This design comes from an exercise in tuning for small area on the open sky130 flow, not from production work. RTL that was checked went through simulation tests only; none was proved equivalent to the original.

==> inputs of run B <==
==> flow/design.v <==
package rv_regfile_pkg;
  localparam int DEF_DATA_W = 32;
  localparam int DEF_DEPTH  = 32;
  localparam int REG_ZERO   = 0;
  function automatic int calc_aw(input int depth);
    if (depth < 2) calc_aw = 1;
    else calc_aw = $clog2(depth);
  endfunction
endpackage
module regfile_sb_pend
#(
  parameter int DEPTH = rv_regfile_pkg::DEF_DEPTH,
  parameter int AW    = rv_regfile_pkg::calc_aw(DEPTH)
) (
  input  logic             clk,
  input  logic             reset,
  input  logic [DEPTH-1:1] set,
  input  logic [DEPTH-1:1] clr,
  output logic [DEPTH-1:1] pend_n,
  output logic [AW:0]      pend_cnt
);
  localparam int CW = AW + 1;
  logic             inc, dec;
  logic [DEPTH-1:1] pend_n_nxt;
  logic [CW-1:0]    cnt_nxt;
  always_comb begin
    inc = 1'b0;
    dec = 1'b0;
    for (int r = 1; r < DEPTH; r++) begin
      pend_n_nxt[r] = !(set[r] || (!pend_n[r] && !clr[r]));
      inc = inc || (set[r] && pend_n[r]);
      dec = dec || (clr[r] && !pend_n[r] && !set[r]);
    end
    cnt_nxt = pend_cnt + CW'(inc) - CW'(dec);
  end
  always_ff @(posedge clk) begin
    if (reset) begin
      pend_n   <= '1;
      pend_cnt <= '0;
    end else begin
      pend_n   <= pend_n_nxt;
      pend_cnt <= cnt_nxt;
    end
  end
endmodule
module regfile_sb
#(
  parameter  int DATA_W = rv_regfile_pkg::DEF_DATA_W,
  parameter  int DEPTH  = rv_regfile_pkg::DEF_DEPTH,
  parameter  int NUM_RD = 2,
  localparam int AW     = rv_regfile_pkg::calc_aw(DEPTH)
) (
  input  logic                     clk,
  input  logic                     reset,
  input  logic                     we,
  input  logic [AW-1:0]            wr_addr,
  input  logic [DATA_W-1:0]        wr_data,
  input  logic [NUM_RD*AW-1:0]     rd_addr,
  output logic [NUM_RD*DATA_W-1:0] rd_data,
  output logic [NUM_RD-1:0]        rd_busy,
  input  logic                     iss_valid,
  input  logic [AW-1:0]            iss_addr,
  output logic [AW:0]              pend_cnt,
  output logic                     all_clear
);
  logic [DEPTH-1:1][DATA_W-1:0] mem_n;
  logic [DEPTH-1:1]             pend_n;
  logic [DEPTH-1:1]             set, clr, wen;
  logic [AW:0]                  cnt_q;
  logic [DATA_W-1:0]            wd_n;
  always_comb begin
    for (int r = 1; r < DEPTH; r++) begin
      set[r] = iss_valid && (iss_addr == AW'(r));
      clr[r] = we && (wr_addr == AW'(r));
      wen[r] = reset || clr[r];
    end
  end
  regfile_sb_pend #(.DEPTH(DEPTH), .AW(AW)) u_pend (
    .clk      (clk),
    .reset    (reset),
    .set      (set),
    .clr      (clr),
    .pend_n   (pend_n),
    .pend_cnt (cnt_q)
  );
  assign wd_n = ~wr_data | {DATA_W{reset}};
  for (genvar r = 1; r < DEPTH; r++) begin : g_reg
    always_ff @(posedge clk) begin
      if (wen[r])
        mem_n[r] <= wd_n;
    end
  end
  assign pend_cnt  = reset ? '0 : cnt_q;
  assign all_clear = (pend_cnt == '0);
  for (genvar i = 0; i < NUM_RD; i++) begin : g_rd
    logic [AW-1:0]    a;
    logic [DEPTH-1:1] sel_n;
    assign a = rd_addr[i*AW +: AW];
    always_comb begin
      for (int r = 1; r < DEPTH; r++)
        sel_n[r] = reset || (a != AW'(r));
    end
    for (genvar k = 0; k <= DATA_W; k++) begin : g_bit
      logic [DEPTH-1:1] col;
      logic             y;
      for (genvar r = 1; r < DEPTH; r++) begin : g_col
        if (k < DATA_W) begin : g_d
          assign col[r] = mem_n[r][k];
        end else begin : g_b
          assign col[r] = pend_n[r];
        end
      end
      regfile_sb_oa31 u_oa (.dn(col), .sn(sel_n), .y(y));
      if (k < DATA_W) begin : g_od
        assign rd_data[i*DATA_W + k] = y;
      end else begin : g_ob
        assign rd_busy[i] = y;
      end
    end
  end
endmodule
module regfile_sb_oa31 (
  input  logic [30:0] dn,
  input  logic [30:0] sn,
  output logic        y
);
  logic [15:0] t;
  logic [7:0]  u;
  logic [1:0]  v;
  for (genvar g = 0; g < 15; g++) begin : g_oai
    regfile_sb_oai22 u_g (
      .a1(dn[2*g]),   .a2(sn[2*g]),
      .b1(dn[2*g+1]), .b2(sn[2*g+1]),
      .y (t[g])
    );
  end
  regfile_sb_nor2 u_t15 (.a(dn[30]), .b(sn[30]), .y(t[15]));
  regfile_sb_or16 u_y (.t(t), .y(y));
endmodule
module regfile_sb_oai22 (
  input  logic a1, a2, b1, b2,
  output logic y
);
  assign y = !((a1 || a2) && (b1 || b2));
endmodule
module regfile_sb_nor2 (
  input  logic a, b,
  output logic y
);
  assign y = !(a || b);
endmodule
module regfile_sb_nand4 (
  input  logic a, b, c, d,
  output logic y
);
  assign y = !(a && b && c && d);
endmodule
module regfile_sb_or2 (
  input  logic a, b,
  output logic y
);
  assign y = a || b;
endmodule
module regfile_sb_or16 (
  input  logic [15:0] t,
  output logic        y
);
  assign y = |t;
endmodule
==> flow/flow/run.sh <==
#!/bin/bash
set -e
export CTS_ARGS="-sink_clustering_enable -repair_clock_nets -dont_use_dummy_load -buf_list {sky130_fd_sc_hd__clkbuf_4 sky130_fd_sc_hd__clkbuf_8} -sink_clustering_size 20"
export BUFFER_PORTS_ARGS="-buffer_cell sky130_fd_sc_hd__buf_2"
bash standard.sh > standard.log 2>&1
==> flow/standard.sh <==
#!/bin/bash
# synth_recipe.tcl (not shown) runs the flow's synth.tcl, then flattens the netlist and writes it again
# the make line also repeats each setting of config.mk as NAME=value (left out here)
make -C /OpenROAD-flow-scripts/flow DESIGN_CONFIG=/design/flow/config.mk WORK_HOME=/design/flow/orfs CLKGATE_MAP_FILE= SYNTH_SCRIPT=/design/flow/synth_recipe.tcl "${@:-finish}"
==> flow/config.mk <==
export PLATFORM = sky130hd
export DESIGN_NAME = regfile_sb
export DESIGN_NICKNAME = regfile_sb
export VERILOG_FILES = /design/flow/design.v
export SDC_FILE = /design/flow/constraint.sdc
export NUM_CORES = 4
export LEC_CHECK = 0
export CAP_MARGIN = 20
export CORE_MARGIN = 2
export CORE_UTILIZATION = 40
export SETUP_SLACK_MARGIN = 0.1
export SLEW_MARGIN = 20
export SYNTH_HIERARCHICAL = 1
export SYNTH_MINIMUM_KEEP_SIZE = 0
==> flow/constraint.sdc <==
create_clock -name core_clock -period 4.7 [get_ports {clk}]
set_input_delay 0.9400 -clock core_clock [delete_from_list [all_inputs] [get_ports {clk}]]
set_output_delay 0.9400 -clock core_clock [all_outputs]
set_load 0.01 [all_outputs]
==> run A: changes against run B <==
--- a/flow/design.v
+++ b/flow/design.v
@@ -16,4 +16,8 @@
   input  logic             reset,
-  input  logic [DEPTH-1:1] set,
-  input  logic [DEPTH-1:1] clr,
+  input  logic [DEPTH-1:1] setr,
+  input  logic [DEPTH-1:1] clr_n,
+  input  logic [DEPTH-1:1] wen,
+  input  logic             iss_valid,
+  input  logic [AW-1:0]    iss_addr,
+  input  logic [AW-1:0]    wr_addr,
   output logic [DEPTH-1:1] pend_n,
@@ -22,13 +26,12 @@
   localparam int CW = AW + 1;
-  logic             inc, dec;
-  logic [DEPTH-1:1] pend_n_nxt;
+  logic             inc, dec, hit_w;
   logic [CW-1:0]    cnt_nxt;
+  for (genvar r = 1; r < DEPTH; r++) begin : g_pend
+    always_ff @(posedge clk)
+      pend_n[r] <= (pend_n[r] || wen[r]) && !setr[r];
+  end
+  regfile_sb_ao31 u_inc (.d(pend_n), .s(setr), .y(inc));
+  regfile_sb_oa31 u_hit (.dn(pend_n), .sn(clr_n), .y(hit_w));
   always_comb begin
-    inc = 1'b0;
-    dec = 1'b0;
-    for (int r = 1; r < DEPTH; r++) begin
-      pend_n_nxt[r] = !(set[r] || (!pend_n[r] && !clr[r]));
-      inc = inc || (set[r] && pend_n[r]);
-      dec = dec || (clr[r] && !pend_n[r] && !set[r]);
-    end
+    dec     = hit_w && !(iss_valid && (iss_addr == wr_addr));
     cnt_nxt = pend_cnt + CW'(inc) - CW'(dec);
@@ -36,9 +39,6 @@
   always_ff @(posedge clk) begin
-    if (reset) begin
-      pend_n   <= '1;
+    if (reset)
       pend_cnt <= '0;
-    end else begin
-      pend_n   <= pend_n_nxt;
+    else
       pend_cnt <= cnt_nxt;
-    end
   end
@@ -67,3 +67,3 @@
   logic [DEPTH-1:1]             pend_n;
-  logic [DEPTH-1:1]             set, clr, wen;
+  logic [DEPTH-1:1]             setr, clr_n, wen;
   logic [AW:0]                  cnt_q;
@@ -72,5 +72,5 @@
     for (int r = 1; r < DEPTH; r++) begin
-      set[r] = iss_valid && (iss_addr == AW'(r));
-      clr[r] = we && (wr_addr == AW'(r));
-      wen[r] = reset || clr[r];
+      setr[r]  = !reset && iss_valid && (iss_addr == AW'(r));
+      clr_n[r] = !(we && (wr_addr == AW'(r)));
+      wen[r]   = reset || !clr_n[r];
     end
@@ -78,8 +78,12 @@
   regfile_sb_pend #(.DEPTH(DEPTH), .AW(AW)) u_pend (
-    .clk      (clk),
-    .reset    (reset),
-    .set      (set),
-    .clr      (clr),
-    .pend_n   (pend_n),
-    .pend_cnt (cnt_q)
+    .clk       (clk),
+    .reset     (reset),
+    .setr      (setr),
+    .clr_n     (clr_n),
+    .wen       (wen),
+    .iss_valid (iss_valid),
+    .iss_addr  (iss_addr),
+    .wr_addr   (wr_addr),
+    .pend_n    (pend_n),
+    .pend_cnt  (cnt_q)
   );
@@ -169 +173,46 @@
 endmodule
+module regfile_sb_ao31 (
+  input  logic [30:0] d,
+  input  logic [30:0] s,
+  output logic        y
+);
+  logic [10:0] n;
+  logic [2:0]  o;
+  for (genvar g = 0; g < 10; g++) begin : g_aoi
+    regfile_sb_aoi222 u_g (
+      .a1(d[3*g]),   .a2(s[3*g]),
+      .b1(d[3*g+1]), .b2(s[3*g+1]),
+      .c1(d[3*g+2]), .c2(s[3*g+2]),
+      .y (n[g])
+    );
+  end
+  regfile_sb_nand2 u_n30 (.a(d[30]), .b(s[30]), .y(n[10]));
+  regfile_sb_nand4 u_o0 (.a(n[0]), .b(n[1]), .c(n[2]),  .d(n[3]), .y(o[0]));
+  regfile_sb_nand4 u_o1 (.a(n[4]), .b(n[5]), .c(n[6]),  .d(n[7]), .y(o[1]));
+  regfile_sb_nand3 u_o2 (.a(n[8]), .b(n[9]), .c(n[10]), .y(o[2]));
+  regfile_sb_or3   u_y  (.a(o[0]), .b(o[1]), .c(o[2]),  .y(y));
+endmodule
+module regfile_sb_aoi222 (
+  input  logic a1, a2, b1, b2, c1, c2,
+  output logic y
+);
+  assign y = !((a1 && a2) || (b1 && b2) || (c1 && c2));
+endmodule
+module regfile_sb_nand2 (
+  input  logic a, b,
+  output logic y
+);
+  assign y = !(a && b);
+endmodule
+module regfile_sb_nand3 (
+  input  logic a, b, c,
+  output logic y
+);
+  assign y = !(a && b && c);
+endmodule
+module regfile_sb_or3 (
+  input  logic a, b, c,
+  output logic y
+);
+  assign y = a || b || c;
+endmodule
==> flow/flow/run.sh (replaced) <==
#!/bin/bash
set -e
export CTS_ARGS="-sink_clustering_enable -repair_clock_nets -dont_use_dummy_load -buf_list {sky130_fd_sc_hd__clkbuf_16} -sink_clustering_size 25 -sink_clustering_max_diameter 150"
export BUFFER_PORTS_ARGS="-buffer_cell sky130_fd_sc_hd__buf_1"
bash standard.sh > standard.log 2>&1
--- a/flow/config.mk
+++ b/flow/config.mk
@@ -9,3 +9,3 @@
 export CORE_MARGIN = 2
-export CORE_UTILIZATION = 40
+export CORE_UTILIZATION = 50
 export SETUP_SLACK_MARGIN = 0.1
==> results.toml <==
[timing]
skew_ns = 0.0632
setup_viol = 0

[route]
met2_length_um = 75000

[finish]
multi_input_area_share_pct = 23.3
fillerInstances = 9078
syn_to_final_growth_pct = 16.6
nets = 3403

[run_status]
status = "no timing/DRC/antenna violations"

[clock_network]
clkSlewWorstSetupHoldPaths_ns = 0.06
h-tree-depth = 4

[synthesis]
synth-seq-area-share_pct = 72.4
synth.most_common_cell = "edfxtp_1"
-- figures above: run B

==> results.toml <==
[finish]
syn_to_final_growth_pct = 11.1
nets = 3226
fillerInstances = 6641
multi_input_area_share_pct = 23.6

[timing]
skew_ns = 0.0518
setup_slack_ns = -0.00837
setup_viol = 1

[pwr]
power_frac_seq_pct = 65.7

[synthesis]
synth-seq-area-share_pct = 72.8

[run_status]
failed_checks = "negative setup slack"
status = "finished with violations"

[clock_network]
h-tree-depth = 2

[route]
met2_length_um = 69700
-- figures above: run A

The RTL of run B was laid out without a check of its function.

## static timing again, ports no longer ideal
The results above use ideal ports. As a check the final layouts listed here were re-extracted and re-timed, cells and wires unchanged. Step 1: set_driving_cell puts a clkbuf_16 on clk and a buf_2 on each other input, an assumption about the parent block. Step 2 adds t to the input delays and takes it off the output delays; t is the mean of the earliest and latest rising clock arrival at the registers after step 1. Input paths then give back, and output paths get back, about the clock's delay inside the block. a / b / c = no drivers / after step 1 / after step 2; a / b = the first two.
run	t, ns	setup slack, ns	worst hold slack (ns)
run B	0.888	0.266 / 0.158 / 0.151	0.564 / 0.564 / 0.564
run A	0.698	-0.008 / -0.035 / -0.035	0.538 / 0.538 / 0.538
The setup slack of run B, which loses most, moves by -0.108 ns with the drivers and by -0.115 ns with both steps.
